This design comes from an exercise in tuning for small area and a short achievable clock period on the open sky130 flow, not from production work. The RTL was checked by simulation tests, not by an equivalence proof against the original design. Power is estimated from default activity; no workload was simulated.

## decodeStage
module decodeStage (
	input logic CLK,
	input logic RESET,
	input logic FREEZE,
	input logic BUBBLE,
	input logic [31:0] instr,
	input logic [31:0] pc,
	input logic [31:0] r2Input,
	input logic wbEnable,
	input logic [4:0] wbAddr,
	input logic [31:0] wbData,
	output logic [31:0] exOpA,
	output logic [31:0] exOpB,
	output logic [31:0] exRtData,
	output logic [4:0] exWriteReg,
	output logic [4:0] exRsAddr,
	output logic [4:0] exRtAddr,
	output logic [4:0] exShamt,
	output logic [31:0] exImm,
	output logic [5:0] exAluOp,
	output logic exAluSrc,
	output logic exMemRead,
	output logic exMemWrite,
	output logic exMemToReg,
	output logic exDoWriteback,
	output logic exTakenBranch,
	output logic sysCall,
	output logic illegalInstr,
	output logic [31:0] nextPc,
	output logic takenBranch,
	output logic [31:0] r2Value
);
For scale: about 4,200 cells after synthesis, about 370 I/O pins, roughly 0.050 mm^2 of cells after synthesis.
==> flow/config.mk <==
export PLATFORM = sky130hd
export DESIGN_NAME = decodeStage
export DESIGN_NICKNAME = decodeStage
export VERILOG_FILES = /design/flow/design.v
export SDC_FILE = /design/flow/constraint.sdc
export NUM_CORES = 4
export LEC_CHECK = 0
export CAP_MARGIN = 20
export CORE_MARGIN = 2
export CORE_UTILIZATION = 45
export SETUP_SLACK_MARGIN = 0.3
export SLEW_MARGIN = 20
export SYNTH_HIERARCHICAL = 1
==> flow/constraint.sdc <==
create_clock -name core_clock -period 8.0 [get_ports {CLK}]
set_input_delay 1.6000 -clock core_clock [delete_from_list [all_inputs] [get_ports {CLK}]]
set_output_delay 1.6000 -clock core_clock [all_outputs]
set_load 0.01 [all_outputs]
standard.sh (not shown) runs the stock make flow with config.mk's settings and CLKGATE_MAP_FILE= SYNTH_SCRIPT=/design/flow/synth_recipe.tcl, a recipe that flattens the netlist after the stock synthesis.
==> flow/flow/run.sh <==
#!/bin/bash
set -euo pipefail
CTS="-sink_clustering_enable -repair_clock_nets -dont_use_dummy_load"
CTS="$CTS -buf_list {sky130_fd_sc_hd__clkbuf_16} -sink_clustering_size 25 -sink_clustering_max_diameter 105"
ARGS=("BUFFER_PORTS_ARGS=-buffer_cell sky130_fd_sc_hd__buf_1" "CTS_ARGS=$CTS")
bash standard.sh "${ARGS[@]}" synth floorplan place > standard_place.log 2>&1
bash standard.sh "${ARGS[@]}" SETUP_SLACK_MARGIN=1.0 cts > standard_cts.log 2>&1
bash standard.sh "${ARGS[@]}" SETUP_SLACK_MARGIN=0.75 finish > standard.log 2>&1
The baseline passed the timing, DRC and antenna checks.
Then changed:
==> flow/flow/run.sh (replaced) <==
#!/bin/bash
set -euo pipefail
CTS="-sink_clustering_enable -repair_clock_nets -dont_use_dummy_load"
CTS="$CTS -buf_list {sky130_fd_sc_hd__clkbuf_16} -sink_clustering_size 20 -sink_clustering_max_diameter 90"
ARGS=("BUFFER_PORTS_ARGS=-buffer_cell sky130_fd_sc_hd__buf_1" "CTS_ARGS=$CTS")
bash standard.sh "${ARGS[@]}" synth floorplan place > standard_place.log 2>&1
bash standard.sh "${ARGS[@]}" SETUP_SLACK_MARGIN=1.0 cts > standard_cts.log 2>&1
bash standard.sh "${ARGS[@]}" finish > standard.log 2>&1
Settings changed: CORE_UTILIZATION 45 to 55.
Combinational power hardly moves.
Routed wire length came out higher by 2.5%.
Sequential share of layout area fell by 0.61 points.
Total power is higher by 4.0%.
Die area shrinks by 18%.
Core utilization increases by 12 points.
Count of clock-buffer cells in the layout came out higher by 16.
Then changed:
--- a/flow/flow/run.sh
+++ b/flow/flow/run.sh
@@ -3,3 +3,3 @@
 CTS="-sink_clustering_enable -repair_clock_nets -dont_use_dummy_load"
-CTS="$CTS -buf_list {sky130_fd_sc_hd__clkbuf_16} -sink_clustering_size 20 -sink_clustering_max_diameter 90"
+CTS="$CTS -buf_list {sky130_fd_sc_hd__clkbuf_16} -sink_clustering_size 25 -sink_clustering_max_diameter 105"
 ARGS=("BUFFER_PORTS_ARGS=-buffer_cell sky130_fd_sc_hd__buf_1" "CTS_ARGS=$CTS")
Settings changed: CORE_UTILIZATION 55 to 45.
Register-to-register slack improved by 40 ps.
Cell area falls by about 1.2%.
Utilization shrinks by 13 points.
Via count shrinks by 1.8%.
Hold slack improves by 9.1 ps.
Maximum frequency goes up by about 0.37%.

static timing again, ports no longer ideal:
How much do the figures lean on ideal ports? The routed layouts below were timed once more, with nothing changed but the port constraints. Step 1 assumes that a clkbuf_16 drives the clock port and a buf_2 every other input. Step 2 adds t to the input delays and takes it off the output delays; t is the mean of the earliest and latest rising clock arrival at the registers after step 1. Input paths then give back, and output paths get back, about the clock's delay inside the block. a / b / c = ideal / step 1 / step 2; a / b = the first two.
| run | t (ns) | slack for setup (ns) | worst slew at a driven data input, ns | cell pins on the clock port's net |
|---|---|---|---|---|
| the first run | 0.764 | 0.757 / 0.689 / 0.689 | 0.16 | 1 |
| the second run | 0.695 | 0.673 / 0.597 / 0.597 | 0.10 | 1 |
| the third run | 0.762 | 0.700 / 0.630 / 0.630 | 0.16 | 1 |
After both steps setup and hold are still met in every run listed. The setup slack of the second run, which loses most, moves by -0.076 ns with the drivers and by -0.076 ns with both steps.
